Context: an optimization exercise on an open-source flow, tuned for small area, a short achievable clock period and few clock cycles per item. The choices shown serve that exercise and are no tape-out recipe. RTL that was checked went through simulation tests only; none was proved equivalent to the original. No functional check of the RTL was part of run 4. No activity file was given, so power comes from the tool's default toggle rates.

[design/flow/config.mk]
export PLATFORM = sky130hd
export DESIGN_NAME = sensor_min_max_block_average
export DESIGN_NICKNAME = sensor_min_max_block_average
export VERILOG_FILES = /design/flow/design.v
export SDC_FILE = /design/flow/constraint.sdc
export NUM_CORES = 4
export LEC_CHECK = 0
export CAP_MARGIN = 20
export CORE_MARGIN = 2
export CORE_UTILIZATION = 50
export SETUP_SLACK_MARGIN = 4.1
export SLEW_MARGIN = 20
[design/flow/constraint.sdc]
create_clock -name core_clock -period 7.0 [get_ports {clock}]
set_input_delay 1.4000 -clock core_clock [delete_from_list [all_inputs] [get_ports {clock}]]
set_output_delay 1.4000 -clock core_clock [all_outputs]
set_load 0.01 [all_outputs]
[design/flow/design.v]
package smmba_pkg;
   localparam int GAS_W        = 16;
   localparam int TEMP_W       = 12;
   localparam int HUMIN_W      = 10;
   localparam int HUMID_W      = 7;
   localparam int SLOT_W       = 5;
   localparam int BYTE_W       = 8;
   localparam int POS_W        = 9;
   localparam int ACC_W        = 13;
   localparam int RECENT_DEPTH = 32;
   localparam logic [GAS_W-1:0]         GAS_MIN_RESET   = 16'd5000;
   localparam logic signed [TEMP_W-1:0] TEMP_MIN_RESET  = 12'sd1000;
   localparam logic [HUMID_W-1:0]       HUMID_MIN_RESET = 7'd100;
   localparam logic [7:0] HUMID_RECIP  = 8'd205;
   localparam int         HUMID_SHIFT  = 11;
   localparam int         HUMID_PROD_W = HUMIN_W + 8;
endpackage
module sensor_min_max_block_average (
   input  logic                                clock,
   input  logic                                reset,
   input  logic                                req_valid,
   output logic                                req_ready,
   input  logic [smmba_pkg::SLOT_W-1:0]        req_sample_slot,
   input  logic [smmba_pkg::GAS_W-1:0]         req_gas_ppm,
   input  logic signed [smmba_pkg::TEMP_W-1:0] req_temperature,
   input  logic [smmba_pkg::HUMIN_W-1:0]       req_humidity,
   output logic                                rsp_valid,
   input  logic                                rsp_ready,
   output logic [smmba_pkg::GAS_W-1:0]         rsp_gas_max,
   output logic [smmba_pkg::GAS_W-1:0]         rsp_gas_min,
   output logic signed [smmba_pkg::TEMP_W-1:0] rsp_temp_max,
   output logic signed [smmba_pkg::TEMP_W-1:0] rsp_temp_min,
   output logic [smmba_pkg::HUMID_W-1:0]       rsp_humid_max,
   output logic [smmba_pkg::HUMID_W-1:0]       rsp_humid_min,
   output logic                                rsp_average_valid,
   output logic [smmba_pkg::BYTE_W-1:0]        rsp_average_value,
   output logic [smmba_pkg::POS_W-1:0]         rsp_history_position
);
   localparam int SLOT_W  = smmba_pkg::SLOT_W;
   localparam int BYTE_W  = smmba_pkg::BYTE_W;
   localparam int ACC_W   = smmba_pkg::ACC_W;
   localparam int GAS_W   = smmba_pkg::GAS_W;
   localparam int TEMP_W  = smmba_pkg::TEMP_W;
   localparam int HUMIN_W = smmba_pkg::HUMIN_W;
   localparam int HUMID_W = smmba_pkg::HUMID_W;
   localparam int POS_W   = smmba_pkg::POS_W;
   localparam int KEY_W   = 10;
   localparam int WORD_W  = SLOT_W + GAS_W + TEMP_W + KEY_W;
   localparam logic [KEY_W-1:0] KEY_MIN_RESET = {3'd6, 3'd1, 4'd8};
   function automatic logic [5:0] div5_hi(input logic [4:0] g);
      logic [4:0] a;
      logic [44:0] t;
      logic [5:0] y;
      begin
         a = g;
         t[0] = a[2] & a[1];
         t[1] = ~(a[3] & t[0]);
         t[2] = a[3] | a[2];
         y[5] = a[4] & t[2];
         t[3] = ~(t[1] & y[5]);
         t[4] = a[2] | a[1];
         t[5] = a[3] & t[4];
         t[6] = a[4] | t[5];
         y[4] = t[3] & t[6];
         t[7] = a[1] | ~(a[3]);
         t[8] = a[2] & t[7];
         t[9] = a[3] | ~(a[1]);
         t[10] = a[0] | ~(t[9]);
         t[11] = ~(t[8] & t[10]);
         t[12] = a[2] | t[7];
         t[13] = ~(t[11] & t[12]);
         t[14] = a[4] | t[13];
         t[15] = a[0] | t[4];
         t[16] = a[3] & t[15];
         t[17] = t[16] & ~(t[0]);
         t[18] = t[17] | ~(y[5]);
         y[3] = t[14] & t[18];
         t[19] = t[8] & ~(a[0]);
         t[20] = t[8] & ~(t[10]);
         t[21] = a[2] | ~(a[0]);
         t[22] = t[7] | t[21];
         t[23] = t[20] | ~(t[22]);
         t[24] = t[21] | ~(t[9]);
         t[25] = a[0] | ~(a[2]);
         t[26] = ~(t[7] & t[21]);
         t[27] = ~(t[25] & t[26]);
         t[28] = ~(a[4] & t[27]);
         t[29] = t[24] & ~(t[27]);
         y[2] = a[4] ? t[29] : t[23];
         t[30] = t[9] | ~(t[21]);
         t[31] = t[7] ? t[21] : t[25];
         t[32] = t[9] | ~(t[25]);
         t[33] = t[31] | ~(t[9]);
         t[34] = a[4] & t[30];
         t[35] = ~(t[33] & t[34]);
         t[36] = t[7] | ~(t[21]);
         t[37] = ~(t[32] & t[36]);
         t[38] = a[4] | t[37];
         y[1] = t[35] & t[38];
         t[39] = t[19] | t[28];
         t[40] = ~(t[22] & t[25]);
         t[41] = ~(t[9] & t[40]);
         t[42] = t[25] & ~(t[26]);
         t[43] = ~(a[4] | t[42]);
         t[44] = ~(t[41] & t[43]);
         y[0] = ~(t[39] & t[44]);
         div5_hi = y;
      end
   endfunction
   function automatic logic [3:0] div5_lo(input logic [2:0] r, input logic [3:0] g);
      logic [6:0] a;
      logic [47:0] t;
      logic [3:0] y;
      begin
         a = {r, g};
         t[0] = ~(a[3] | a[4]);
         t[1] = a[5] & ~(t[0]);
         t[2] = a[3] & a[2];
         t[3] = ~(a[4] & t[2]);
         t[4] = ~(t[1] & t[3]);
         t[5] = a[3] | a[2];
         t[6] = a[4] & t[5];
         t[7] = a[5] | t[6];
         t[8] = t[4] & t[7];
         y[2] = a[6] | t[8];
         t[9] = a[2] & a[1];
         t[10] = ~(a[3] & t[9]);
         t[11] = ~(t[6] & t[10]);
         t[12] = a[2] | a[1];
         t[13] = a[3] & t[12];
         t[14] = a[4] | t[13];
         t[15] = t[11] & t[14];
         t[16] = a[5] | t[15];
         t[17] = a[4] & ~(t[2]);
         t[18] = a[3] | t[12];
         t[19] = ~(t[17] & t[18]);
         t[20] = ~(t[1] & t[19]);
         t[21] = t[16] & t[20];
         t[22] = a[3] | t[9];
         y[3] = a[6] | t[1];
         t[23] = a[3] | ~(t[12]);
         y[1] = a[6] ? t[22] : t[21];
         t[24] = a[1] | a[0];
         t[25] = a[2] | a[0];
         t[26] = a[0] | t[12];
         t[27] = t[22] | ~(t[26]);
         t[28] = t[12] & t[25];
         t[29] = ~(a[3] & t[28]);
         t[30] = ~(t[27] & t[29]);
         t[31] = a[3] & ~(t[9]);
         t[32] = ~(t[26] & t[31]);
         t[33] = ~(t[6] & t[32]);
         t[34] = ~(a[2] & t[24]);
         t[35] = ~(t[0] & t[34]);
         t[36] = ~(a[0] & t[9]);
         t[37] = ~(t[13] & t[36]);
         t[38] = a[4] | t[37];
         t[39] = t[33] & t[38];
         t[40] = t[35] & t[39];
         t[41] = t[23] | ~(t[36]);
         t[42] = ~(t[17] & t[41]);
         t[43] = a[4] | t[34];
         t[44] = ~(t[0] & t[28]);
         t[45] = t[43] & t[44];
         t[46] = ~(t[42] & t[45]);
         t[47] = a[5] ? t[46] : t[40];
         y[0] = a[6] ? t[30] : t[47];
         div5_lo = y;
      end
   endfunction
   function automatic logic [2*smmba_pkg::ACC_W-1:0] csa(input logic [smmba_pkg::ACC_W-1:0] a,
                                                          input logic [smmba_pkg::ACC_W-1:0] b,
                                                          input logic [smmba_pkg::ACC_W-1:0] c,
                                                          input logic                       cin);
      logic [smmba_pkg::ACC_W-1:0] sm;
      logic [smmba_pkg::ACC_W-1:0] cy;
      begin
         sm  = a ^ b ^ c;
         cy  = (a & b) | (a & c) | (b & c);
         csa = {sm, cy[smmba_pkg::ACC_W-2:0], cin};
      end
   endfunction
   function automatic logic [smmba_pkg::ACC_W-1:0] ks_add(input logic [smmba_pkg::ACC_W-1:0] a,
                                                          input logic [smmba_pkg::ACC_W-1:0] b);
      logic [smmba_pkg::ACC_W-1:0] g;
      logic [smmba_pkg::ACC_W-1:0] p;
      logic [smmba_pkg::ACC_W-1:0] gn;
      logic [smmba_pkg::ACC_W-1:0] pn;
      begin
         g = a & b;
         p = a ^ b;
         for (int d = 1; d < smmba_pkg::ACC_W; d = d * 2) begin
            gn = g;
            pn = p;
            for (int i = d; i < smmba_pkg::ACC_W; i++) begin
               gn[i] = g[i] | (p[i] & g[i-d]);
               pn[i] = p[i] & p[i-d];
            end
            g = gn;
            p = pn;
         end
         ks_add = (a ^ b) ^ {g[smmba_pkg::ACC_W-2:0], 1'b0};
      end
   endfunction
   logic                       word_valid;
   logic [WORD_W-1:0]          word;
   logic                       skid_valid;
   logic [WORD_W-1:0]          skid;
   logic [WORD_W-1:0]          in_word;
   logic                       word_free;
   logic                       out_valid;
   logic [GAS_W-1:0]           max_gas, min_gas;
   logic signed [TEMP_W-1:0]   max_temp, min_temp;
   logic [HUMID_W-1:0]         max_humid, min_humid;
   logic [KEY_W-1:0]           max_key, min_key;
   logic [BYTE_W-1:0]          recent [smmba_pkg::RECENT_DEPTH];
   logic [ACC_W-1:0]           rest_add;
   logic [BYTE_W-1:0]          rest_sub;
   logic                       avg_valid;
   logic [BYTE_W-1:0]          avg_value;
   logic [POS_W-1:0]           position;
   logic                       take;
   logic [SLOT_W-1:0]          w_slot;
   logic [GAS_W-1:0]           w_gas;
   logic signed [TEMP_W-1:0]   w_temp;
   logic [KEY_W-1:0]           w_key;
   logic [5:0]                 in_key_hi;
   logic                       slot_zero;
   logic [HUMID_W-1:0]         humid_pct;
   logic [BYTE_W-1:0]          new_byte;
   logic [BYTE_W-1:0]          old_byte;
   logic [BYTE_W-1:0]          wr_byte;
   logic [2*ACC_W-1:0]         block_cs;
   logic [ACC_W-1:0]           block_sum;
   assign in_key_hi = div5_hi(req_humidity[9:5]);
   assign in_word   = {req_sample_slot, req_gas_ppm, req_temperature, in_key_hi, req_humidity[4:1]};
   assign req_ready = !skid_valid;
   assign take      = word_valid && (!out_valid || rsp_ready);
   assign word_free = take || !word_valid;
   always_ff @(posedge clock) begin
      if (reset) begin
         word_valid <= 1'b0;
         skid_valid <= 1'b0;
      end else if (word_free) begin
         word_valid <= skid_valid || req_valid;
         skid_valid <= 1'b0;
      end else if (req_valid) begin
         skid_valid <= 1'b1;
      end
   end
   always_ff @(posedge clock) begin
      if (word_free) begin
         word <= skid_valid ? skid : in_word;
      end
   end
   always_ff @(posedge clock) begin
      if (!skid_valid) begin
         skid <= in_word;
      end
   end
   assign {w_slot, w_gas, w_temp, w_key} = word;
   assign humid_pct = {w_key[9:7], div5_lo(w_key[6:4], w_key[3:0])};
   assign slot_zero = (w_slot == '0);
   assign new_byte  = w_gas[BYTE_W+SLOT_W-1:SLOT_W];
   assign old_byte  = recent[w_slot];
   assign block_cs  = csa(rest_add, ~(ACC_W'(rest_sub)), ACC_W'(new_byte), 1'b1);
   assign block_sum = ks_add(block_cs[2*ACC_W-1:ACC_W], block_cs[ACC_W-1:0]);
   always_ff @(posedge clock) begin
      if (reset) begin
         out_valid <= 1'b0;
      end else if (take) begin
         out_valid <= 1'b1;
      end else if (rsp_ready) begin
         out_valid <= 1'b0;
      end
   end
   always_ff @(posedge clock) begin
      if (reset) begin
         max_gas   <= '0;
         min_gas   <= smmba_pkg::GAS_MIN_RESET;
         max_temp  <= '0;
         min_temp  <= smmba_pkg::TEMP_MIN_RESET;
         max_humid <= '0;
         min_humid <= smmba_pkg::HUMID_MIN_RESET;
         max_key   <= '0;
         min_key   <= KEY_MIN_RESET;
         avg_valid <= 1'b0;
         avg_value <= '0;
         position  <= '1;
      end else if (take) begin
         if (w_gas > max_gas)                  max_gas   <= w_gas;
         if (w_gas < min_gas)                  min_gas   <= w_gas;
         if (w_temp > max_temp)                max_temp  <= w_temp;
         if (w_temp < min_temp)                min_temp  <= w_temp;
         if (w_key > max_key) begin
            max_key   <= w_key;
            max_humid <= humid_pct;
         end
         if (w_key < min_key) begin
            min_key   <= w_key;
            min_humid <= humid_pct;
         end
         avg_valid <= slot_zero;
         avg_value <= slot_zero ? block_sum[ACC_W-1:SLOT_W] : '0;
         if (slot_zero) position <= position + 1'b1;
      end
   end
   always_ff @(posedge clock) begin
      if (reset) begin
         rest_add <= '0;
         rest_sub <= '0;
      end else if (take && !slot_zero) begin
         rest_add <= block_sum;
         rest_sub <= old_byte;
      end
   end
   assign wr_byte = new_byte & {BYTE_W{!reset}};
   always_ff @(posedge clock) begin
      for (int i = 0; i < smmba_pkg::RECENT_DEPTH; i++) begin
         if (reset || (take && w_slot == SLOT_W'(i))) begin
            recent[i] <= wr_byte;
         end
      end
   end
   assign rsp_valid            = out_valid;
   assign rsp_gas_max          = max_gas;
   assign rsp_gas_min          = min_gas;
   assign rsp_temp_max         = max_temp;
   assign rsp_temp_min         = min_temp;
   assign rsp_humid_max        = max_humid;
   assign rsp_humid_min        = min_humid;
   assign rsp_average_valid    = avg_valid;
   assign rsp_average_value    = avg_value;
   assign rsp_history_position = avg_valid ? position : '0;
endmodule
[design/flow/flow/run.sh]
#!/bin/bash
# The standard layout (standard.sh, unchanged synthesis and steps), with
# the port buffers inserted as the smallest buffer cell; repair upsizes the
# ones on critical paths. Each tool's output goes to standard.log.
set -o pipefail
export BUFFER_PORTS_ARGS="-buffer_cell sky130_fd_sc_hd__buf_1"
bash standard.sh > standard.log 2>&1
[design/flow/standard.sh]
#!/bin/bash
# synth_recipe.tcl (not shown) runs the flow's synth.tcl, then flattens the netlist and writes it again
# the make line also repeats each setting of config.mk as NAME=value (left out here)
make -C /OpenROAD-flow-scripts/flow DESIGN_CONFIG=/design/flow/config.mk WORK_HOME=/design/flow/orfs CLKGATE_MAP_FILE= SYNTH_SCRIPT=/design/flow/synth_recipe.tcl "${@:-finish}"
==> flow_summary.rst, run 1 <==
.. list-table::
   :header-rows: 1

   * - Metric
     - Value
   * - CTS Hold Bufs
     - 0
   * - Main area contributors after synthesis
     - edfxtp_1, dfxtp_1, ha_1, mux2i_1, nand2_1
   * - Antenna violations before repair
     - 0
   * - Unrepaired setup endpoints after global routing
     - yes
   * - Fill cell instance count of the final layout
     - between 3,000 and 4,000
   * - Floorplan die width
     - roughly 210 um
   * - Sw power
     - around 1.7 mW
   * - FFs w/ async S/R, synth
     - 0%
   * - Arrival time at the worst endpoint
     - between 3 and 4 ns
   * - Final Instance Count excl. Fillers
     - about 2,400
   * - Most frequent cells in the layout
     - edfxtp_1, dfxtp_1, nand2_1
   * - DRT antenna net count
     - 0
   * - Final setup fails
     - 0
   * - Share of total power consumed by net switching
     - between 20% and 30%
   * - Final-report hold violation count
     - 0
   * - Avg Inst Size Synth
     - 11.7 um^2
   * - Setup skew after layout
     - 0.0191 ns
   * - Final layout net count
     - between 2,000 and 2,500
   * - FP Rows
     - 73
   * - Total wirelength of the detailed-routed design
     - 55,100 um
   * - PnR worst setup slack
     - between 4 and 5 ns
   * - Die Span Y
     - just over 200 um
   * - Yosys top cell by area
     - edfxtp_1
   * - Combinational share of power
     - a little over an eighth
   * - Sequential-to-total area share from yosys stat
     - between 50% and 60%
   * - Proportion of netlist area held by the largest area contributor
     - roughly 43%
   * - Routed vias
     - between 10,000 and 15,000
   * - Endpoint class of the critical path
     - register
   * - Final min period
     - between 2 and 3 ns
   * - Hold Path Cell Cnt
     - 2
   * - Area occupied by multi-input gates
     - 7540 um^2
   * - Maximum net fanout on the critical path
     - 4
   * - First-pass GRT wire length
     - 83,500 um
   * - Number of cell instances on the worst register-to-register path
     - 10
   * - Hold path start
     - rest_add[0]
   * - Library cell used as clock root buffer
     - clkbuf_16
   * - Static power due to leakage
     - roughly 8.7 nW
   * - Required time reported for the critical path endpoint
     - around 7.5 ns
   * - Gate count of the mapped netlist
     - ~1,700
   * - Core footprint
     - between 30,000 and 40,000 um^2
   * - Remaining Overflow, GRT
     - 0
   * - Number of H-tree levels
     - 2
   * - Pwr Total
     - 6.76 mW
   * - Share of the cycle needed by the critical path after routing
     - a little over two fifths
   * - Via count of the first global-routing pass
     - 13,800
   * - Status
     - complete, no violations
   * - Placed wire-length estimate
     - approximately 36,000 um
   * - Peak clock frequency supported by timing
     - around 0.33 GHz
   * - Final setup TNS
     - 0 ns
   * - Hold Crit Class
     - reg -> reg
   * - Sequential Area
     - approximately 12,000 um^2
   * - Synth Flop Type
     - edfxtp_1
   * - Final Max Slew Viols
     - 0
   * - Critical register-to-register path endpoint
     - rest_add[12]
   * - Peak supply drop
     - between 150 and 200 uV
   * - Maximum number of pins on one net before global-route repair
     - 60
   * - Iter 0 DRT Violations
     - 1,437
   * - Clock Sink Count
     - 460
   * - Power per cell area
     - 290 nW/um^2
   * - Fraction of final layout cells sized beyond drive strength 1
     - approximately an eighth
   * - Final routed DRC violation total
     - 0
   * - Number of buffers created by CTS
     - just under 50
   * - Number of placed instances with taps included
     - between 2,000 and 2,500
   * - Setup Slack @ Placement
     - around 3.1 ns
   * - Final instance area
     - 23,300 um^2
   * - Count of flip-flops with a built-in enable after synthesis
     - just under 300
   * - Clock network fraction of design power
     - 39.8%
   * - Quantity of I/O buffers inserted on ports
     - approximately 140
   * - Cell area after technology mapping
     - around 20,000 um^2
   * - Rel. slew slack
     - around 34%
   * - Placer's final routability congestion estimate
     - 0.861
   * - Number of detailed-routing iterations run before antenna repair
     - 7
   * - Count of pins on the block boundary
     - 137
   * - Mapped Nets
     - approximately 1,900
   * - Later-pin clock latency in the skew report
     - ~0.59 ns
   * - Synth warnings
     - 2
   * - Area enclosed by the die boundary
     - 42,100 um^2
   * - Signed area change from the synthesized netlist to the final layout
     - 14.9%
   * - R2R setup slack
     - approximately 4 ns
   * - Sequential power share
     - between 40 and 50%
   * - Slew at the pin closest to its max-slew limit
     - slightly below 1 ns
   * - Total GRT Usage
     - between 20% and 30%
   * - Clock buffer depth
     - 3
   * - Reg-to-Reg Start
     - word[27]
   * - Number of vias per cell
     - approximately 5.9
   * - CTS tree
     - done
   * - Startpoint type of the worst setup path
     - register
   * - Max-cap viol count
     - 0
   * - Endpoint, Worst Hold
     - rest_add[0]
   * - Area post-placement
     - approximately 21,000 um^2
   * - Post-CTS clock slew at the launch and capture registers of the worst setup and hold paths
     - about 0.060 ns
   * - Internal
     - slightly above 5 mW
   * - Distinct cells, synth
     - between 70 and 80
   * - Most frequent standard cell in the layout excluding fill and tap cells
     - edfxtp_1
   * - Flop and latch count out of synthesis
     - 460
   * - Starting Density
     - roughly half
   * - DR WL/cell
     - about 23 um
   * - Number of antenna cells inserted
     - 0
   * - Type of the worst setup path
     - reg -> reg
what timing repair did:
item / in CTS / in global routing
setup buffers: 2 / 6
gates resized for setup: 15 / 38
setup endpoints to repair: 71 / 88
pin swaps: 1 / 11
power by group through the flow:
stage	clock [mW]	combinational, mW	sequential [mW]
after detailed placement	0	0.828	3.22
after global routing	2.83	1.00	3.18
after global placement	0	0.809	3.21
after floorplan	0	0.586	3.19
after CTS	2.72	0.855	3.16
final	2.69	0.904	3.16
routing by layer:
layer  up-vias  share of wire (%)  GRT usage, %
met1      7094                 44          38.1
met2       573                 44          40.0
met4         0                3.1          8.89
met3       110                8.9          5.94
met5         -                  0             0
li1       6666                  -             -
worst max-delay path: stages, from the launching register on:
cell	delay, ns
edfxtp_1	0.45
inv_2	0.09
fa_1	0.60
inv_2	0.05
fa_2	0.36
a211oi_2	0.26
o211ai_1	0.22
a41o_1	0.26
a211oi_4	0.29
a21oi_2	0.09
a31o_2	0.21
flip-flops by register name (all words and copies together), names as in the netlist:
signal,count
max_humid,4
avg_value,8
min_temp,12
skid,43
min_gas,16
min_key,10
position,9
out_valid,1
skid_valid,1
word,43
recent,248
avg_valid,1
rest_sub,8
max_gas,16
min_humid,4
max_temp,12
max_key,10
word_valid,1
rest_add,13
metrics by stage:
step | utilization (%) | hold WS, ns
CTS | 57.9 | 0.454
global route | 58.4 | 0.478
global placement | 53.5 | 0.439
finish | 58.4 | 0.455
detailed placement | 53.5 | 0.450
floorplan | - | 0.423
Yosys cell counts (10+ instances only):
| master | count |
|---|---|
| a31oi_1 | 12 |
| mux2i_1 | 58 |
| inv_1 | 124 |
| dfxtp_1 | 169 |
| o311ai_0 | 14 |
| and2_1 | 10 |
| nor2b_1 | 17 |
| mux2_2 | 49 |
| a21oi_1 | 92 |
| a211oi_1 | 15 |
| nor3_1 | 25 |
| nand3_1 | 50 |
| o21ai_0 | 74 |
| nand2_1 | 154 |
| nand2b_1 | 15 |
| ha_1 | 85 |
| a22oi_1 | 67 |
| buf_2 | 15 |
| a22o_1 | 11 |
| clkbuf_1 | 57 |
| nor2_1 | 118 |
| nand4_1 | 25 |
| a21o_1 | 18 |
| edfxtp_1 | 291 |
| and3_1 | 13 |
kinds of logic after synthesis:
family | Yosys count | share of synthesized area [%]
and+or+nand+nor | 471 | 11.1
buffers and inverters | 213 | 4.23
muxes | 108 | 5.70
adders and majority gates | 95 | 6.19
DFF | 460 | 59.9
AOI/OAI and AO/OA | 378 | 12.5
xor gates and xnor gates | 11 | 0.476
worst max path at each step:
| stage | start | end | slack (ns) | depth (start not counted) |
|---|---|---|---|---|
| finish | word[27] | rest_add[12] | 4.01 | 10 |
| global route | word[27] | rest_add[12] | 3.93 | 10 |
| CTS | word[27] | rest_add[12] | 4.07 | 10 |
| detailed placement | rsp_ready | recent[25][1] | 3.09 | 6 |
| global placement | rsp_ready | recent[21][4] | 3.06 | 6 |
| floorplan | rsp_ready | recent[16][0] | 3.93 | 4 |
area by class of cell:
| type | count | area share [%] |
|---|---|---|
| inverters | 124 | 2.01 |
| well taps | 525 | 2.82 |
| flip-flops and latches | 460 | 52.1 |
| clock inverters | 22 | 1.06 |
| repair buffers | 169 | 3.36 |
| clock buffers | 70 | 6.23 |
| multi-input cells | 1063 | 32.4 |
Testbench counts, summed over its fixed seeds: cycles 16,400, items 16,384.
==> run 2: changes to the inputs <==
--- a/design/flow/config.mk
+++ b/design/flow/config.mk
@@ -8,5 +8,6 @@
 export CAP_MARGIN = 20
 export CORE_MARGIN = 2
 export CORE_UTILIZATION = 50
-export SETUP_SLACK_MARGIN = 4.1
+export PLACE_DENSITY = 0.7
+export SETUP_SLACK_MARGIN = 4.2
 export SLEW_MARGIN = 20
==> flow_summary.rst, run 2 <==
.. list-table::
   :header-rows: 1

   * - Metric
     - Value
   * - Count of pins on the block boundary
     - 137 (unchanged)
   * - Number of buffers created by CTS
     - 48 (-2.0%)
   * - Endpoint class of the critical path
     - register
   * - Cell-by-cell listing of the critical path
     - inv_2, fa_1, inv_1, ha_1, o21ai_0, o211ai_1, buf_4, nand2_1, a211oi_2, a21oi_1, a31o_2
   * - Number of vias per cell
     - 6.01 (+1.2%)
   * - Most repeated cell in the gate-level netlist after synthesis
     - edfxtp_1
   * - Later-pin clock latency in the skew report
     - 0.62 ns (+0.03 ns)
   * - Mapped Nets
     - 1,877 (unchanged)
   * - Crit path from
     - word[31]
   * - Power per cell area
     - 282 nW/um^2 (-2.9%)
   * - Gate count of the mapped netlist
     - 1,736 (unchanged)
   * - Placed wire-length estimate
     - 35,400 um (-1.6%)
   * - Iter 0 DRT Violations
     - 1,388 (-3.4%)
   * - Number of antenna cells inserted
     - 0 (unchanged)
   * - Final layout net count
     - 2,036 (+1.4%)
   * - FP Rows
     - 73 (unchanged)
   * - Reg-to-Reg Start
     - word[31]
   * - Number of placed instances with taps included
     - 2,337 (+0.26%)
   * - Floorplan die width
     - 205 um (unchanged)
   * - Quantity of I/O buffers inserted on ports
     - 135 (unchanged)
   * - Routed vias
     - 14,800 (+2.2%)
   * - Startpoint type of the worst setup path
     - register
   * - Unrepaired setup endpoints after global routing
     - yes
   * - Mux contribution to synthesized area
     - 5.70% (unchanged)
   * - Distinct cells, synth
     - 74 (unchanged)
   * - PnR worst setup slack
     - 4.16 ns (+0.148 ns)
   * - Rel. slew slack
     - 33.1% (-0.72 points)
   * - Area post-placement
     - 21,300 um^2 (+0.19%)
   * - Hold Crit Class
     - reg -> reg
   * - Max-cap viol count
     - 0 (unchanged)
   * - Total wirelength of the detailed-routed design
     - 55,100 um (about the same)
   * - Core footprint
     - 39,800 um^2 (unchanged)
   * - Number of H-tree levels
     - 2 (unchanged)
   * - Starting Density
     - 50.8% (unchanged)
   * - Share of the cycle needed by the critical path after routing
     - 40.6% (-2.1 points)
   * - Worst-case hold slack
     - 0.452 ns (-0.00228 ns)
   * - Type of the worst setup path
     - reg -> reg
   * - Fraction of final layout cells sized beyond drive strength 1
     - 13.5% (+1.5 points)
   * - Final setup TNS
     - 0 ns (unchanged)
   * - Sequential power share
     - 47.8% (+1.0 points)
   * - Clock buffer depth
     - 3 (unchanged)
   * - Share of total power consumed by net switching
     - 26.8% (+1.3 points)
   * - Clock Sink Count
     - 460 (unchanged)
   * - Sw power
     - 1.77 mW (+2.7%)
   * - Cell area after technology mapping
     - 20,200 um^2 (unchanged)
   * - CTS Hold Bufs
     - 0 (unchanged)
   * - Pwr Total
     - 6.61 mW (-2.1%)
   * - DRT antenna net count
     - 0 (unchanged)
   * - Length of routed met2 wiring
     - 25,100 um (+3.6%)
   * - Yosys top cell by area
     - edfxtp_1
   * - Placer's final routability congestion estimate
     - 0.926 (+7.5%)
   * - Antenna violations before repair
     - 0 (unchanged)
   * - Critical path's largest stage delay
     - 0.49 ns (-0.11 ns)
   * - Number of flip-flops under the largest register name
     - 248 (unchanged)
   * - Met1 WL
     - 22,500 um (-7.1%)
   * - Synth warnings
     - 2 (unchanged)
   * - Sum of buffers and inverters on the critical path
     - 3 (+1)
   * - Static power due to leakage
     - 8.82 nW (+1.3%)
   * - Slew at the pin closest to its max-slew limit
     - 1.00 ns (+0.0108 ns)
   * - Final min period
     - 2.84 ns (-0.148 ns)
   * - Highest layer used for signal routing
     - met4
   * - Most common library cells after synthesis
     - edfxtp_1, dfxtp_1, nand2_1
   * - Combinational share of power
     - 14.8% (+1.4 points)
   * - Slowest stage cell on the critical path
     - fa_1
   * - Signed area change from the synthesized netlist to the final layout
     - 15.8%
   * - Via count of the first global-routing pass
     - 14,000 (+1.3%)
   * - Routed wl met3
     - 5350 um (+8.5%)
   * - Peak supply drop
     - 253 uV (+41%)
   * - Arrival time at the worst endpoint
     - 3.31 ns (-0.15 ns)
   * - Synth Flop Type
     - edfxtp_1
   * - Area enclosed by the die boundary
     - 42,100 um^2 (unchanged)
   * - Status
     - complete, no violations
   * - Total GRT Usage
     - 25.9% (-0.66 points)
   * - Final design utilization
     - 58.9% (+0.47 points)
   * - Maximum net fanout on the critical path
     - 4 (unchanged)
   * - Internal
     - 4.84 mW (-3.8%)
   * - Final Max Slew Viols
     - 0 (unchanged)
   * - Sequential-to-total area share from yosys stat
     - 59.9% (unchanged)
   * - Fill cell instance count of the final layout
     - 3,255 (-2.2%)
   * - Setup Slack @ Placement
     - 3.29 ns (+0.199 ns)
   * - Required time reported for the critical path endpoint
     - 7.47 ns (about the same)
   * - Top Family by Delay on Critical Path
     - compound AO/OA/AOI/OAI gates
   * - Die Span Y
     - 205 um (unchanged)
   * - Avg Inst Size Synth
     - 11.7 um^2 (unchanged)
   * - First-pass GRT wire length
     - 82,100 um (-1.8%)
   * - DR WL/cell
     - 22.4 um (-1.1%)
   * - Complex-gate fraction of the synthesized area
     - 12.5% (unchanged)
   * - Post-CTS clock slew at the launch and capture registers of the worst setup and hold paths
     - 0.06 ns (about the same)
   * - Library cell used as clock root buffer
     - clkbuf_16
   * - Largest registers in the final layout
     - recent: 248 flops, skid: 43 flops, word: 43 flops
   * - Largest family of logic cells by synthesized area
     - compound AO/OA/AOI/OAI gates
   * - Final routed DRC violation total
     - 0 (unchanged)
   * - Setup skew after layout
     - 0.0476 ns (+0.0285 ns)
   * - Final setup fails
     - 0 (unchanged)
   * - Peak clock frequency supported by timing
     - 0.352 GHz (+5.2%)
   * - Most frequent standard cell in the layout excluding fill and tap cells
     - edfxtp_1
   * - Adder-cell share of the synthesized area
     - 6.19% (unchanged)
   * - Remaining Overflow, GRT
     - 0 (unchanged)
   * - CTS tree
     - done
   * - Final instance area
     - 23,500 um^2 (+0.81%)
   * - FFs w/ async S/R, synth
     - 0% (unchanged)
   * - Post-Synth Simple-Gate Area
     - 11.1% (unchanged)
   * - Final-report hold violation count
     - 0 (unchanged)
   * - Most frequent cells in the layout
     - edfxtp_1, dfxtp_1, nand2_1
   * - Main area contributors after synthesis
     - edfxtp_1, dfxtp_1, ha_1, mux2i_1, nand2_1
   * - Maximum number of pins on one net before global-route repair
     - 77 (+28%)
   * - Proportion of netlist area held by the largest area contributor
     - 43.2% (unchanged)
   * - Hold path start
     - skid[4]
   * - Post-Synth XOR/XNOR Area
     - 0.476% (unchanged)
   * - Count of flip-flops with a built-in enable after synthesis
     - 291 (unchanged)
   * - Number of detailed-routing iterations run before antenna repair
     - 5 (-2)
   * - Flop and latch count out of synthesis
     - 460 (unchanged)
   * - Clock network fraction of design power
     - 37.4% (-2.4 points)
   * - Register bank with the most flops
     - recent
   * - Final Instance Count excl. Fillers
     - 2,457 (+0.99%)
==> run 2: final timing paths <==
check | end | slack, ns | cells after the start
worst min-delay path | skid[4] | 0.45 | 2
worst max-delay path | rest_add[12] | 4.16 | 11
worst min register to register | skid[4] | 0.45 | 2
worst max register to register | rest_add[12] | 4.16 | 11
==> run 2: what timing repair did <==
action                     CTS  global route
setup endpoints to repair  256           160
setup buffers               17            13
cloned                       1             1
pin swaps                   10            20
gates resized for setup     34            42
==> run 2: power by group through the flow <==
stage          combinational, mW  sequential (mW)  clock, mW
2_1_floorplan              0.592             3.19          0
3_3_place_gp               0.800             3.21          0
3_5_place_dp               0.827             3.22          0
4_1_cts                    0.909             3.16       2.50
5_1_grt                     1.07             3.18       2.61
6_report                   0.981             3.16       2.47
==> run 2: logic make-up after synthesis <==
| family | count (synthesis) |
|---|---|
| buf+inv | 213 |
| fa+ha+maj | 95 |
| flops | 460 |
| simple gates | 471 |
| mux | 108 |
| compound gates | 378 |
| xor+xnor | 11 |
==> run 2: worst min-delay path, stage by stage (launching register included) <==
cell	delay [ns]
dfxtp_1	0.29
inv_1	0.04
a21oi_1	0.06
==> run 2: per-layer routing <==
metal / vias to the layer above / track usage [%]
met5: - / 0
met4: 0 / 9.89
met3: 143 / 5.27
met2: 723 / 40.7
met1: 7172 / 35.5
li1: 6728 / -
==> run 2: cell type report <==
class | instances | area, um^2 | area share [%]
Sequential cell | 460 | 12100 | 51.7
Inverter | 124 | 470 | 2.01
Clock inverter | 28 | 268 | 1.14
Clock buffer | 59 | 1240 | 5.30
Multi-Input combinational cell | 1063 | 7580 | 32.3
Tap cell | 525 | 657 | 2.80
Timing Repair Buffer | 198 | 1100 | 4.71
==> run 3: changes to the inputs <==
--- a/design/flow/config.mk
+++ b/design/flow/config.mk
@@ -8,6 +8,5 @@
 export CAP_MARGIN = 20
 export CORE_MARGIN = 2
 export CORE_UTILIZATION = 50
-export PLACE_DENSITY = 0.7
 export SETUP_SLACK_MARGIN = 4.2
 export SLEW_MARGIN = 20
==> flow_summary.rst, run 3 <==
.. list-table::
   :header-rows: 1

   * - Metric
     - Value
   * - Antenna violations before repair
     - 0 (unchanged)
   * - Peak supply drop
     - 239 uV (-5.4%)
   * - Sequential power share
     - 47.6% (-0.2 points)
   * - Largest registers in the final layout
     - recent: 248 flops, skid: 43 flops, word: 43 flops
   * - Via count of the first global-routing pass
     - 13,800 (-1.3%)
   * - Required time reported for the critical path endpoint
     - 7.44 ns (-0.03 ns)
   * - Peak clock frequency supported by timing
     - 0.361 GHz (+2.5%)
   * - Count of flip-flops with a built-in enable after synthesis
     - 291 (unchanged)
   * - Final min period
     - 2.77 ns (-0.0693 ns)
   * - Quantity of I/O buffers inserted on ports
     - 135 (unchanged)
   * - Critical path's largest stage delay
     - 0.51 ns (+0.02 ns)
   * - Placed wire-length estimate
     - 35,900 um (+1.6%)
   * - Most frequent cells in the layout
     - edfxtp_1, dfxtp_1, nand2_1
   * - Endpoint class of the critical path
     - register
   * - Signed area change from the synthesized netlist to the final layout
     - 15.9% (about the same)
   * - Proportion of netlist area held by the largest area contributor
     - 43.2% (unchanged)
   * - Total wirelength of the detailed-routed design
     - 55,800 um (+1.3%)
   * - Sequential-to-total area share from yosys stat
     - 59.9% (unchanged)
   * - Arrival time at the worst endpoint
     - 3.21 ns (-0.10 ns)
   * - Library cell used as clock root buffer
     - clkbuf_16
   * - Most repeated cell in the gate-level netlist after synthesis
     - edfxtp_1
   * - Routed vias
     - 14,600 (-1.3%)
   * - Cell-by-cell listing of the critical path
     - buf_1, nor2b_2, a211o_2, a21oi_1, nand4_1, nor4_4, a211oi_1
   * - Floorplan die width
     - 205 um (unchanged)
   * - PnR worst setup slack
     - 4.23 ns (+0.0693 ns)
   * - Register bank with the most flops
     - recent
   * - Maximum number of pins on one net before global-route repair
     - 79 (+2.6%)
   * - Setup skew after layout
     - 0.0338 ns (-0.0138 ns)
   * - Setup Slack @ Placement
     - 3.00 ns (-0.293 ns)
   * - Mapped Nets
     - 1,877 (unchanged)
   * - Most common library cells after synthesis
     - edfxtp_1, dfxtp_1, nand2_1
   * - Starting Density
     - 50.8% (unchanged)
   * - Internal
     - 4.89 mW (+0.96%)
   * - Slew at the pin closest to its max-slew limit
     - 0.991 ns (-0.00992 ns)
   * - Final Max Slew Viols
     - 0 (unchanged)
   * - CTS tree
     - done
   * - Final routed DRC violation total
     - 0 (unchanged)
   * - Gate count of the mapped netlist
     - 1,736 (unchanged)
   * - Rel. slew slack
     - 33.8% (+0.66 points)
   * - Share of the cycle needed by the critical path after routing
     - 39.6% (-0.99 points)
   * - Unrepaired setup endpoints after global routing
     - yes
   * - Core footprint
     - 39,800 um^2 (unchanged)
   * - Synth warnings
     - 2 (unchanged)
   * - Number of flip-flops under the largest register name
     - 248 (unchanged)
   * - Slowest stage cell on the critical path
     - a211o_2
   * - Total GRT Usage
     - 26.3% (+0.43 points)
   * - FP Rows
     - 73 (unchanged)
   * - Share of total power consumed by net switching
     - 26.4% (-0.38 points)
   * - Most frequent standard cell in the layout excluding fill and tap cells
     - edfxtp_1
   * - Static power due to leakage
     - 8.77 nW (-0.66%)
   * - Post-CTS clock slew at the launch and capture registers of the worst setup and hold paths
     - 0.06 ns (about the same)
   * - Number of H-tree levels
     - 2 (unchanged)
   * - Clock network fraction of design power
     - 37.6% (+0.2 points)
   * - Distinct cells, synth
     - 74 (unchanged)
   * - Main area contributors after synthesis
     - edfxtp_1, dfxtp_1, ha_1, mux2i_1, nand2_1
   * - Hold Crit Class
     - reg -> reg
   * - First-pass GRT wire length
     - 83,300 um (+1.4%)
   * - DRT antenna net count
     - 0 (unchanged)
   * - Iter 0 DRT Violations
     - 1,507 (+8.6%)
   * - Fraction of final layout cells sized beyond drive strength 1
     - 14.4% (+0.94 points)
   * - Power per cell area
     - 283 nW/um^2 (+0.37%)
   * - Cell area after technology mapping
     - 20,200 um^2 (unchanged)
   * - Remaining Overflow, GRT
     - 0 (unchanged)
   * - Final layout net count
     - 2,025 (-0.54%)
   * - Area enclosed by the die boundary
     - 42,100 um^2 (unchanged)
   * - Later-pin clock latency in the skew report
     - 0.60 ns (-0.02 ns)
   * - Yosys top cell by area
     - edfxtp_1
   * - Placer's final routability congestion estimate
     - 0.845 (-8.7%)
   * - Final-report hold violation count
     - 0 (unchanged)
   * - Die Span Y
     - 205 um (unchanged)
   * - Clock Sink Count
     - 460 (unchanged)
   * - Avg Inst Size Synth
     - 11.7 um^2 (unchanged)
   * - Number of detailed-routing iterations run before antenna repair
     - 6 (+1)
   * - Startpoint type of the worst setup path
     - input pin
   * - Sw power
     - 1.76 mW (-0.97%)
   * - Number of vias per cell
     - 5.95 (-1.0%)
   * - CTS Hold Bufs
     - 0 (unchanged)
   * - Number of buffers created by CTS
     - 48 (unchanged)
   * - Final setup TNS
     - 0 ns (unchanged)
   * - DR WL/cell
     - 22.8 um (+1.6%)
   * - Final setup fails
     - 0 (unchanged)
   * - Count of pins on the block boundary
     - 137 (unchanged)
   * - Combinational share of power
     - 14.8% (about the same)
   * - Max-cap viol count
     - 0 (unchanged)
   * - Flop and latch count out of synthesis
     - 460 (unchanged)
   * - Type of the worst setup path
     - in -> reg
   * - Maximum net fanout on the critical path
     - 21 (+17)
   * - FFs w/ async S/R, synth
     - 0% (unchanged)
   * - Clock buffer depth
     - 3 (unchanged)
   * - Status
     - complete, no violations
   * - Synth Flop Type
     - edfxtp_1
run 3: cell counts after synthesis:
No cell type changed its count.
run 3: cells by family (layout without fill, tap and decap cells):
logic type               Yosys count  count (layout)  share of synthesized area [%]
other                              0               1                              0
buffers and inverters            213             401                           4.23
flip-flops                       460             460                           59.9
AO/OA/AOI/OAI                    378             378                           12.5
AND/OR/NAND/NOR                  471             471                           11.1
multiplexers                     108             108                           5.70
adder cells (fa/ha/maj)           95              95                           6.19
XOR/XNOR                          11              11                          0.476
run 3: power by group through the flow:
stage / registers, mW / logic (mW) / clock network, mW
5_1_grt: 3.18 / 1.08 / 2.64
3_5_place_dp: 3.22 / 0.829 / 0
6_report: 3.16 / 0.984 / 2.50
3_3_place_gp: 3.21 / 0.809 / 0
2_1_floorplan: 3.19 / 0.592 / 0
4_1_cts: 3.16 / 0.863 / 2.53
run 3: final timing paths:
path | start | endpoint | slack [ns] | cells after the start
worst max-delay path | rsp_ready | rest_sub[2] | 4.23 | 7
worst min-delay path | rest_add[4] | rest_add[4] | 0.45 | 2
worst max register to register | word[28] | avg_value[7] | 4.28 | 11
worst min register to register | rest_add[4] | rest_add[4] | 0.45 | 2
run 3: critical path, delay by kind of cell:
kind | cells | cell delay [ns]
buffers and inverters | 1 | 0.12
AO/OA/AOI/OAI | 3 | 0.83
AND/OR/NAND/NOR | 3 | 0.83
run 3: cell type report:
class,count,area (um^2)
Antenna cell,1,2.50
Clock buffer,67,1360
Clock inverter,23,183
Fill cell,3371,16400
Inverter,124,478
Multi-Input combinational cell,1063,7670
Sequential cell,460,12100
Tap cell,525,657
Timing Repair Buffer,187,1000
run 3: layer usage:
layer / vias up / routed length, um / global-route usage (%)
met4: 0 / 1360 / 8.02
li1: 6712 / - / -
met2: 606 / 25300 / 40.7
met3: 93 / 4310 / 3.82
met5: - / 0 / 0
met1: 7159 / 24800 / 38.5
run 3: through the flow:
step | std cells | hold WS, ns | utilization [%] | total power, mW | cell area, um^2
2_1_floorplan | 1736 | 0.423 | - | 3.78 | 20300
3_3_place_gp | 2331 | 0.439 | 53.5 | 4.02 | 21300
3_5_place_dp | 2331 | 0.445 | 53.5 | 4.05 | 21300
4_1_cts | 2432 | 0.454 | 58.0 | 6.55 | 23100
5_1_grt | 2449 | 0.467 | 58.9 | 6.89 | 23500
6_report | 2450 | 0.454 | 58.9 | 6.64 | 23500
run 3: repair_timing:
item,CTS,global route
setup endpoints to repair,316,139
gates resized for setup,43,56
pin swaps,8,16
buffers inserted,10,15
cloned,1,1
==> run 4: changes to the inputs <==
--- a/design/flow/design.v
+++ b/design/flow/design.v
@@ -285,7 +285,6 @@
          max_key   <= '0;
          min_key   <= KEY_MIN_RESET;
          avg_valid <= 1'b0;
-         avg_value <= '0;
          position  <= '1;
       end else if (take) begin
          if (w_gas > max_gas)                  max_gas   <= w_gas;
@@ -301,7 +300,7 @@
             min_humid <= humid_pct;
          end
          avg_valid <= slot_zero;
-         avg_value <= slot_zero ? block_sum[ACC_W-1:SLOT_W] : '0;
+         avg_value <= block_sum[ACC_W-1:SLOT_W];
          if (slot_zero) position <= position + 1'b1;
       end
    end
@@ -330,6 +329,6 @@
    assign rsp_humid_max        = max_humid;
    assign rsp_humid_min        = min_humid;
    assign rsp_average_valid    = avg_valid;
-   assign rsp_average_value    = avg_value;
+   assign rsp_average_value    = avg_valid ? avg_value : '0;
    assign rsp_history_position = avg_valid ? position : '0;
 endmodule
==> flow_summary.rst, run 4 <==
.. list-table::
   :header-rows: 1

   * - Metric
     - Value
   * - Status
     - complete, no violations
   * - Post-CTS clock slew at the launch and capture registers of the worst setup and hold paths
     - 0.06 ns (about the same)
   * - Maximum number of pins on one net before global-route repair
     - 56 (-29%)
   * - Peak supply drop
     - 169 uV (-29%)
   * - Clock buffer depth
     - 3 (unchanged)
   * - Mapped Nets
     - 1,879 (+0.11%)
   * - FFs w/ async S/R, synth
     - 0% (unchanged)
   * - CTS Hold Bufs
     - 0 (unchanged)
   * - Slowest stage cell on the critical path
     - fa_1
   * - Area post-placement
     - 21,500 um^2 (+1.1%)
   * - Core footprint
     - 40,600 um^2 (+2.1%)
   * - Avg Inst Size Synth
     - 11.8 um^2 (+1.3%)
   * - Final Max Slew Viols
     - 0 (unchanged)
   * - Share of total power consumed by net switching
     - 26.4% (about the same)
   * - Clock network fraction of design power
     - 38.8% (+1.2 points)
   * - Number of detailed-routing iterations run before antenna repair
     - 6 (unchanged)
   * - Static power due to leakage
     - 8.84 nW (+0.85%)
   * - Routed vias
     - 14,500 (-0.46%)
   * - Antenna violations before repair
     - 0 (unchanged)
   * - CTS tree
     - done
   * - Distinct cells, synth
     - 83 (+12%)
   * - Required time reported for the critical path endpoint
     - 7.48 ns (+0.04 ns)
   * - Share of the cycle needed by the critical path after routing
     - 42.0% (+2.4 points)
   * - Hold Crit Class
     - reg -> reg
   * - Quantity of I/O buffers inserted on ports
     - 135 (unchanged)
   * - Final routed DRC violation total
     - 0 (unchanged)
   * - Floorplan die width
     - 207 um (+0.67%)
   * - FP Rows
     - 74 (+1.4%)
   * - Yosys top cell by area
     - edfxtp_1
   * - Peak clock frequency supported by timing
     - 0.341 GHz (-5.6%)
   * - Setup skew after layout
     - 0.0304 ns (-0.00333 ns)
   * - Final setup TNS
     - 0 ns (unchanged)
   * - Type of the worst setup path
     - reg -> reg
   * - Die Span Y
     - 207 um (+0.67%)
   * - Largest registers in the final layout
     - recent: 248 flops, skid: 43 flops, word: 43 flops
   * - Sw power
     - 1.79 mW (+2.0%)
   * - Count of flip-flops with a built-in enable after synthesis
     - 299 (+2.7%)
   * - Iter 0 DRT Violations
     - 1,507 (unchanged)
   * - Most frequent cells in the layout
     - edfxtp_1, nand2_1, dfxtp_1
   * - Fraction of final layout cells sized beyond drive strength 1
     - 14.2% (-0.21 points)
   * - Later-pin clock latency in the skew report
     - 0.62 ns (+0.02 ns)
   * - Critical path's largest stage delay
     - 0.52 ns (about the same)
   * - Gate count of the mapped netlist
     - 1,738 (+0.12%)
   * - Final min period
     - 2.94 ns (+0.165 ns)
   * - Cell area after technology mapping
     - 20,500 um^2 (+1.4%)
   * - Top Family by Delay on Critical Path
     - adder cells
   * - Final instance area
     - 23,800 um^2 (+1.2%)
   * - Library cell used as clock root buffer
     - clkbuf_16
   * - Sequential power share
     - 47.1% (-0.5 points)
   * - Slew at the pin closest to its max-slew limit
     - 1.00 ns (+0.0101 ns)
   * - DRT antenna net count
     - 0 (unchanged)
   * - Cell-by-cell listing of the critical path
     - inv_2, fa_1, inv_1, fa_2, a211oi_4, o211ai_1, nand2_2, o41ai_1, nor3_2, mux2_2
   * - Starting Density
     - 50.5% (-0.35 points)
   * - Max-cap viol count
     - 0 (unchanged)
   * - Clock Sink Count
     - 460 (unchanged)
   * - Final layout net count
     - 2,025 (unchanged)
   * - Sequential-to-total area share from yosys stat
     - 59.4% (-0.42 points)
   * - Area enclosed by the die boundary
     - 42,700 um^2 (+1.3%)
   * - Final-report hold violation count
     - 0 (unchanged)
   * - Register bank with the most flops
     - recent
   * - Total wirelength of the detailed-routed design
     - 57,300 um (+2.7%)
   * - Signed area change from the synthesized netlist to the final layout
     - 15.7%
   * - Number of antenna cells inserted
     - 0 (-1)
   * - Total GRT Usage
     - 26.5% (+0.22 points)
   * - Arrival time at the worst endpoint
     - 3.41 ns (+0.20 ns)
   * - Placer's final routability congestion estimate
     - 0.915 (+8.2%)
   * - Unrepaired setup endpoints after global routing
     - yes
   * - Maximum net fanout on the critical path
     - 4 (-81%)
   * - DR WL/cell
     - 23.3 um (+2.5%)
   * - Rel. slew slack
     - 33.1% (-0.67 points)
   * - Endpoint class of the critical path
     - register
   * - Via count of the first global-routing pass
     - 13,600 (-0.91%)
   * - Count of pins on the block boundary
     - 137 (unchanged)
   * - Most common library cells after synthesis
     - edfxtp_1, nand2_1, dfxtp_1
   * - Proportion of netlist area held by the largest area contributor
     - 43.7% (+0.59 points)
   * - Remaining Overflow, GRT
     - 0 (unchanged)
   * - Most repeated cell in the gate-level netlist after synthesis
     - edfxtp_1
   * - Number of vias per cell
     - 5.91 (-0.70%)
   * - Power per cell area
     - 285 nW/um^2 (+0.77%)
   * - First-pass GRT wire length
     - 83,700 um (+0.52%)
   * - Combinational share of power
     - 14.1% (-0.7 points)
   * - Most frequent standard cell in the layout excluding fill and tap cells
     - edfxtp_1
   * - Startpoint type of the worst setup path
     - register
   * - Synth warnings
     - 2 (unchanged)
   * - Flop and latch count out of synthesis
     - 460 (unchanged)
   * - Final setup fails
     - 0 (unchanged)
   * - Sum of buffers and inverters on the critical path
     - 2 (+1)
   * - Number of buffers created by CTS
     - 48 (unchanged)
   * - Main area contributors after synthesis
     - edfxtp_1, dfxtp_1, ha_1, mux2i_1, nand2_1
   * - Placed wire-length estimate
     - 37,400 um (+4.0%)
   * - Synth Flop Type
     - edfxtp_1
   * - Internal
     - 4.98 mW (+2.0%)
   * - Number of flip-flops under the largest register name
     - 248 (unchanged)
   * - Number of H-tree levels
     - 2 (unchanged)
run 4: cell types whose count changed after synthesis, moves of 8 or more:
cell / delta
clkbuf_1: -8
nand3_1: -15
o311ai_0: -9
o21ai_0: -17
buf_4: +12
a21oi_1: -17
dfxtp_1: -8
edfxtp_1: +8
and2_1: +11
a22oi_1: -20
mux2i_1: +11
nand2_1: +18
run 4: power by group through the flow:
| stage | logic (mW) | clock network [mW] | registers [mW] |
|---|---|---|---|
| 6_report | 0.953 | 2.63 | 3.19 |
| 5_1_grt | 1.04 | 2.75 | 3.21 |
| 4_1_cts | 0.896 | 2.66 | 3.19 |
| 3_5_place_dp | 0.831 | 0 | 3.25 |
| 3_3_place_gp | 0.813 | 0 | 3.25 |
| 2_1_floorplan | 0.595 | 0 | 3.22 |
run 4: logic make-up (layout without fill, tap and decap cells):
| group | Yosys count | count (layout) | synth area share (%) |
|---|---|---|---|
| xor+xnor | 17 | 17 | 0.792 |
| simple gates | 479 | 479 | 11.0 |
| buf+inv | 217 | 403 | 4.47 |
| compound gates | 347 | 347 | 11.8 |
| fa+ha+maj | 95 | 95 | 6.11 |
| mux | 123 | 123 | 6.33 |
| flops | 460 | 460 | 59.4 |
run 4: per-stage QoR:
step / power (mW) / setup WS [ns] / util, % / std cells / hold slack (ns)
2_1_floorplan: 3.81 / 4.07 / - / 1738 / 0.423
3_3_place_gp: 4.06 / 2.63 / 53.0 / 2334 / 0.443
3_5_place_dp: 4.08 / 2.64 / 53.0 / 2334 / 0.445
4_1_cts: 6.75 / 4.00 / 57.8 / 2442 / 0.460
5_1_grt: 7.00 / 3.94 / 58.4 / 2456 / 0.476
6_report: 6.78 / 4.06 / 58.4 / 2456 / 0.454
run 4: worst paths after layout:
path                                    from           end  slack [ns]  cells past startpoint
worst max-delay path                word[27]  rest_add[12]        4.06                     10
worst min-delay path            min_humid[0]  min_humid[0]        0.45                      2
worst max register to register      word[27]  rest_add[12]        4.06                     10
worst min register to register  min_humid[0]  min_humid[0]        0.45                      2
run 4: timing repair:
| item | in CTS | in global routing |
|---|---|---|
| endpoints found under the setup margin | 318 | 123 |
| resized for setup | 46 | 36 |
| setup buffers | 17 | 13 |
| pin swaps | 13 | 5 |
| cloned | 1 | 1 |
run 4: worst register-to-register path, stage by stage (launching register included):
cell      delay [ns]
edfxtp_1        0.46
inv_2           0.09
fa_1            0.52
inv_1           0.06
fa_2            0.39
a211oi_4        0.28
o211ai_1        0.22
nand2_2         0.15
o41ai_1         0.10
nor3_2          0.20
mux2_2          0.35
run 4: layer usage:
metal | global-route usage [%] | up-vias | share of wire, %
met3 | 4.36 | 122 | 8.1
met5 | 0 | - | 0
met2 | 41.5 | 641 | 46
li1 | - | 6665 | -
met1 | 37.1 | 7075 | 43
met4 | 10.5 | 0 | 3.4
run 4: final cells by class:
type	instances	area, um^2
inverters	125	485
flip-flops and latches	460	12200
well taps	532	666
multi-input cells	1061	7770
repair buffers	188	1010
clock inverters	35	368
fillers	3385	16900
clock buffers	55	1250
==> run 5: changes to the inputs <==
--- a/design/flow/design.v
+++ b/design/flow/design.v
@@ -285,6 +285,7 @@
          max_key   <= '0;
          min_key   <= KEY_MIN_RESET;
          avg_valid <= 1'b0;
+         avg_value <= '0;
          position  <= '1;
       end else if (take) begin
          if (w_gas > max_gas)                  max_gas   <= w_gas;
@@ -300,7 +301,7 @@
             min_humid <= humid_pct;
          end
          avg_valid <= slot_zero;
-         avg_value <= block_sum[ACC_W-1:SLOT_W];
+         avg_value <= slot_zero ? block_sum[ACC_W-1:SLOT_W] : '0;
          if (slot_zero) position <= position + 1'b1;
       end
    end
@@ -329,6 +330,6 @@
    assign rsp_humid_max        = max_humid;
    assign rsp_humid_min        = min_humid;
    assign rsp_average_valid    = avg_valid;
-   assign rsp_average_value    = avg_valid ? avg_value : '0;
+   assign rsp_average_value    = avg_value;
    assign rsp_history_position = avg_valid ? position : '0;
 endmodule
==> design/flow/run.sh (new file) <==
#!/bin/bash
# synth_recipe.tcl (not shown) runs the flow's synth.tcl, then flattens the netlist and writes it again
# the make line also repeats each setting of config.mk as NAME=value (left out here)
make -C /OpenROAD-flow-scripts/flow DESIGN_CONFIG=/design/flow/config.mk WORK_HOME=/design/flow/orfs CLKGATE_MAP_FILE= SYNTH_SCRIPT=/design/flow/synth_recipe.tcl finish
--- a/design/flow/config.mk
+++ b/design/flow/config.mk
@@ -7,6 +7,6 @@
 export LEC_CHECK = 0
 export CAP_MARGIN = 20
 export CORE_MARGIN = 2
-export CORE_UTILIZATION = 50
-export SETUP_SLACK_MARGIN = 4.2
+export CORE_UTILIZATION = 40
+export SETUP_SLACK_MARGIN = 4.5
 export SLEW_MARGIN = 20
removed: design/flow/flow/run.sh
removed: design/flow/standard.sh
==> flow_summary.rst, run 5 <==
.. list-table::
   :header-rows: 1

   * - Metric
     - Value
   * - Peak clock frequency supported by timing
     - 0.359 GHz (+5.5%)
   * - Share of the cycle needed by the critical path after routing
     - 39.8% (-2.2 points)
   * - Slew at the pin closest to its max-slew limit
     - 0.954 ns (-0.0468 ns)
   * - Area enclosed by the die boundary
     - 52,400 um^2 (+23%)
   * - Proportion of netlist area held by the largest area contributor
     - 43.2% (-0.59 points)
   * - Remaining Overflow, GRT
     - 0 (unchanged)
   * - Signed area change from the synthesized netlist to the final layout
     - 29.1%
   * - Cell area after technology mapping
     - 20,200 um^2 (-1.4%)
   * - FP Rows
     - 82 (+11%)
   * - Final-report hold violation count
     - 0 (unchanged)
   * - Maximum net fanout on the critical path
     - 3 (-1)
   * - DR WL/cell
     - 22.4 um (-3.9%)
   * - Clock network fraction of design power
     - 38.6% (-0.2 points)
   * - Number of buffers created by CTS
     - 49 (+2.1%)
   * - Most frequent cells in the layout
     - edfxtp_1, nand2_1, buf_4
   * - Final min period
     - 2.78 ns (-0.153 ns)
   * - Sequential-to-total area share from yosys stat
     - 59.9% (+0.42 points)
   * - Clock buffer depth
     - 3 (unchanged)
   * - Core footprint
     - 50,100 um^2 (+23%)
   * - Most common library cells after synthesis
     - edfxtp_1, dfxtp_1, nand2_1
   * - Register bank with the most flops
     - recent
   * - Clock Sink Count
     - 460 (unchanged)
   * - CTS tree
     - done
   * - Yosys top cell by area
     - edfxtp_1
   * - Mapped Nets
     - 1,877 (-0.11%)
   * - Placer's final routability congestion estimate
     - 0.887 (-3.0%)
   * - Later-pin clock latency in the skew report
     - 0.62 ns (about the same)
   * - Unrepaired setup endpoints after global routing
     - yes
   * - Critical path's largest stage delay
     - 0.52 ns (about the same)
   * - Iter 0 DRT Violations
     - 1,486 (-1.4%)
   * - Count of pins on the block boundary
     - 137 (unchanged)
   * - Final layout net count
     - 2,122 (+4.8%)
   * - Share of total power consumed by net switching
     - 27.0% (+0.54 points)
   * - Power per cell area
     - 273 nW/um^2 (-4.3%)
   * - Number of flip-flops under the largest register name
     - 248 (unchanged)
   * - Number of H-tree levels
     - 2 (unchanged)
   * - Fill cell instance count of the final layout
     - 4,348 (+28%)
   * - Rel. slew slack
     - 36.1% (+3.0 points)
   * - Required time reported for the critical path endpoint
     - 7.48 ns (about the same)
   * - Starting Density
     - 40.4% (-10 points)
   * - Placed wire-length estimate
     - 37,000 um (-1.1%)
   * - Sw power
     - 1.92 mW (+7.4%)
   * - Startpoint type of the worst setup path
     - register
   * - Post-CTS clock slew at the launch and capture registers of the worst setup and hold paths
     - 0.06 ns (about the same)
   * - Gate count of the mapped netlist
     - 1,736 (-0.12%)
   * - Library cell used as clock root buffer
     - clkbuf_16
   * - Total GRT Usage
     - 22.4% (-4.2 points)
   * - Setup skew after layout
     - 0.0498 ns (+0.0193 ns)
   * - Synth Flop Type
     - edfxtp_1
   * - Fraction of final layout cells sized beyond drive strength 1
     - 31.0% (+17 points)
   * - Final setup TNS
     - 0 ns (unchanged)
   * - Floorplan die width
     - 229 um (+11%)
   * - Peak supply drop
     - 228 uV (+35%)
   * - First-pass GRT wire length
     - 89,600 um (+7.0%)
   * - Most frequent standard cell in the layout excluding fill and tap cells
     - edfxtp_1
   * - Final Max Slew Viols
     - 0 (unchanged)
   * - Final routed DRC violation total
     - 0 (unchanged)
   * - Number of vias per cell
     - 5.63 (-4.7%)
   * - Type of the worst setup path
     - reg -> reg
   * - Worst-case hold slack
     - 0.456 ns (+0.00145 ns)
   * - FFs w/ async S/R, synth
     - 0% (unchanged)
   * - Antenna violations before repair
     - 2 (+2)
   * - Final setup fails
     - 0 (unchanged)
   * - Sequential power share
     - 44.3% (-2.8 points)
   * - Number of detailed-routing iterations run before antenna repair
     - 6 (unchanged)
   * - Total wirelength of the detailed-routed design
     - 60,500 um (+5.5%)
   * - Distinct cells, synth
     - 74 (-11%)
   * - Internal
     - 5.21 mW (+4.5%)
   * - Most frequent cell on the critical path
     - inv_2
   * - Arrival time at the worst endpoint
     - 3.26 ns (-0.15 ns)
   * - Main area contributors after synthesis
     - edfxtp_1, dfxtp_1, ha_1, mux2i_1, nand2_1
   * - Quantity of I/O buffers inserted on ports
     - 135 (unchanged)
   * - Count of flip-flops with a built-in enable after synthesis
     - 291 (-2.7%)
   * - Cell-by-cell listing of the critical path
     - inv_2, fa_1, inv_2, fa_2, a211oi_2, o211ai_1, a41o_1, a211oi_4, a21oi_1, a31o_2
   * - Status
     - complete, no violations
   * - Hold Crit Class
     - reg -> reg
   * - Maximum number of pins on one net before global-route repair
     - 71 (+27%)
   * - Static power due to leakage
     - 10.0 nW (+13%)
   * - Max-cap viol count
     - 0 (unchanged)
   * - Routed vias
     - 15,200 (+4.6%)
   * - Endpoint class of the critical path
     - register
   * - Via count of the first global-routing pass
     - 14,600 (+6.8%)
   * - Most repeated cell in the gate-level netlist after synthesis
     - edfxtp_1
   * - Die Span Y
     - 229 um (+11%)
   * - DRT antenna net count
     - 0 (unchanged)
   * - Synth warnings
     - 2 (unchanged)
   * - Slowest stage cell on the critical path
     - fa_1
   * - Flop and latch count out of synthesis
     - 460 (unchanged)
   * - Sum of buffers and inverters on the critical path
     - 2 (unchanged)
   * - Avg Inst Size Synth
     - 11.7 um^2 (-1.2%)
   * - Largest registers in the final layout
     - recent: 248 flops, skid: 43 flops, word: 43 flops
   * - Top Family by Delay on Critical Path
     - compound AO/OA/AOI/OAI gates
   * - Final design utilization
     - 52.2% (-6.2 points)
   * - Combinational share of power
     - 17.0% (+2.9 points)
==> run 5: worst paths after layout <==
kind | startpoint | end | slack (ns) | cells past startpoint
hold / removal | rest_add[0] | rest_add[0] | 0.46 | 2
setup / recovery | word[27] | rest_add[12] | 4.22 | 10
setup reg to reg | word[27] | rest_add[12] | 4.22 | 10
hold reg to reg | rest_add[0] | rest_add[0] | 0.46 | 2
==> run 5: layer usage <==
metal / vias to the layer above / GRT usage, % / share of wire (%)
met1: 7486 / 29.5 / 41
met2: 627 / 36.6 / 47
met4: 2 / 8.75 / 4.0
met3: 133 / 3.95 / 7.9
met5: - / 0 / 0.022
li1: 6921 / - / -
==> run 5: cells by family (layout without fill, tap and decap cells) <==
kind of cell	Yosys count	after routing	synth area share, %
adder cells (fa/ha/maj)	95	95	6.19
multiplexers	108	109	5.70
buffers and inverters	213	492	4.23
AO/OA/AOI/OAI	378	382	12.5
AND/OR/NAND/NOR	471	473	11.1
XOR/XNOR	11	11	0.476
flip-flops	460	460	59.9
other	0	1	0
==> run 5: layout make-up <==
type                            count  area [um^2]  share of cell area [%]
Sequential cell                   460        12200                    46.8
Multi-Input combinational cell   1070         8400                    32.1
Timing Repair Buffer              276         2460                    9.42
Clock buffer                       61         1300                    4.98
Tap cell                          672          841                    3.22
Inverter                          124          478                    1.83
Clock inverter                     31          419                    1.60
Antenna cell                        1         2.50                 0.00957
==> run 5: through the flow <==
| step | std cells | setup slack (ns) | cell area, um^2 | power, mW |
|---|---|---|---|---|
| after detailed placement | 2470 | 2.84 | 22500 | 4.10 |
| after CTS | 2650 | 4.20 | 25200 | 7.01 |
| final | 2695 | 4.22 | 26100 | 7.13 |
| after global placement | 2470 | 2.82 | 22500 | 4.08 |
| after global routing | 2694 | 4.08 | 26100 | 7.39 |
| after floorplan | 1736 | 4.36 | 20700 | 3.81 |
==> run 5: power groups by stage <==
stage	Combinational, mW	Clock, mW	Sequential, mW
final	1.21	2.76	3.16
after global routing	1.31	2.90	3.18
after CTS	1.06	2.78	3.16
after detailed placement	0.885	0	3.22
after global placement	0.865	0	3.21
after floorplan	0.618	0	3.19
==> run 5: timing repair <==
item	CTS	global route
gates resized for setup	568	152
setup endpoints to repair	487	172
pin swaps	30	33
gates cloned	4	4
hold buffers	0	0
buffers inserted	84	40
==> run 5: worst min-delay path: cells and delay by family (launching register included) <==
| family | cells | cell delay (ns) |
|---|---|---|
| AO/OA/AOI/OAI | 1 | 0.05 |
| AND/OR/NAND/NOR | 1 | 0.05 |
| flip-flops | 1 | 0.31 |
Testbench counts of run 5, summed over its fixed seeds: cycles 16,400, items 16,384.

## afterwards: timing with drivers on the ports
No port has a modelled driver above. Below, the same layouts with a new extraction and two added sets of constraints. Step 1: set_driving_cell puts a clkbuf_16 on clock and a buf_2 on each other input, an assumption about the parent block. Step 2 also shifts input and output timing later by t, the mid clock arrival at the registers, as if the neighbouring blocks saw the same clock. Three values: no drivers, after step 1, after step 2; two values: the first two.
run	t, ns	slack for setup (ns)	worst data-port slew with drivers (ns)
run 1	0.634	4.011 / 4.011 / 3.600	0.06
run 2	0.641	4.159 / 4.159 / 3.626	0.06
run 3	0.641	4.228 / 4.221 / 3.618	0.07
run 4	0.657	4.063 / 4.063 / 3.604	0.05
run 5	0.655	4.216 / 4.207 / 3.895	0.09
After both steps every run listed still meets setup and hold. The setup slack of run 3, which loses most, moves by -0.007 ns with the drivers and by -0.610 ns with both steps.
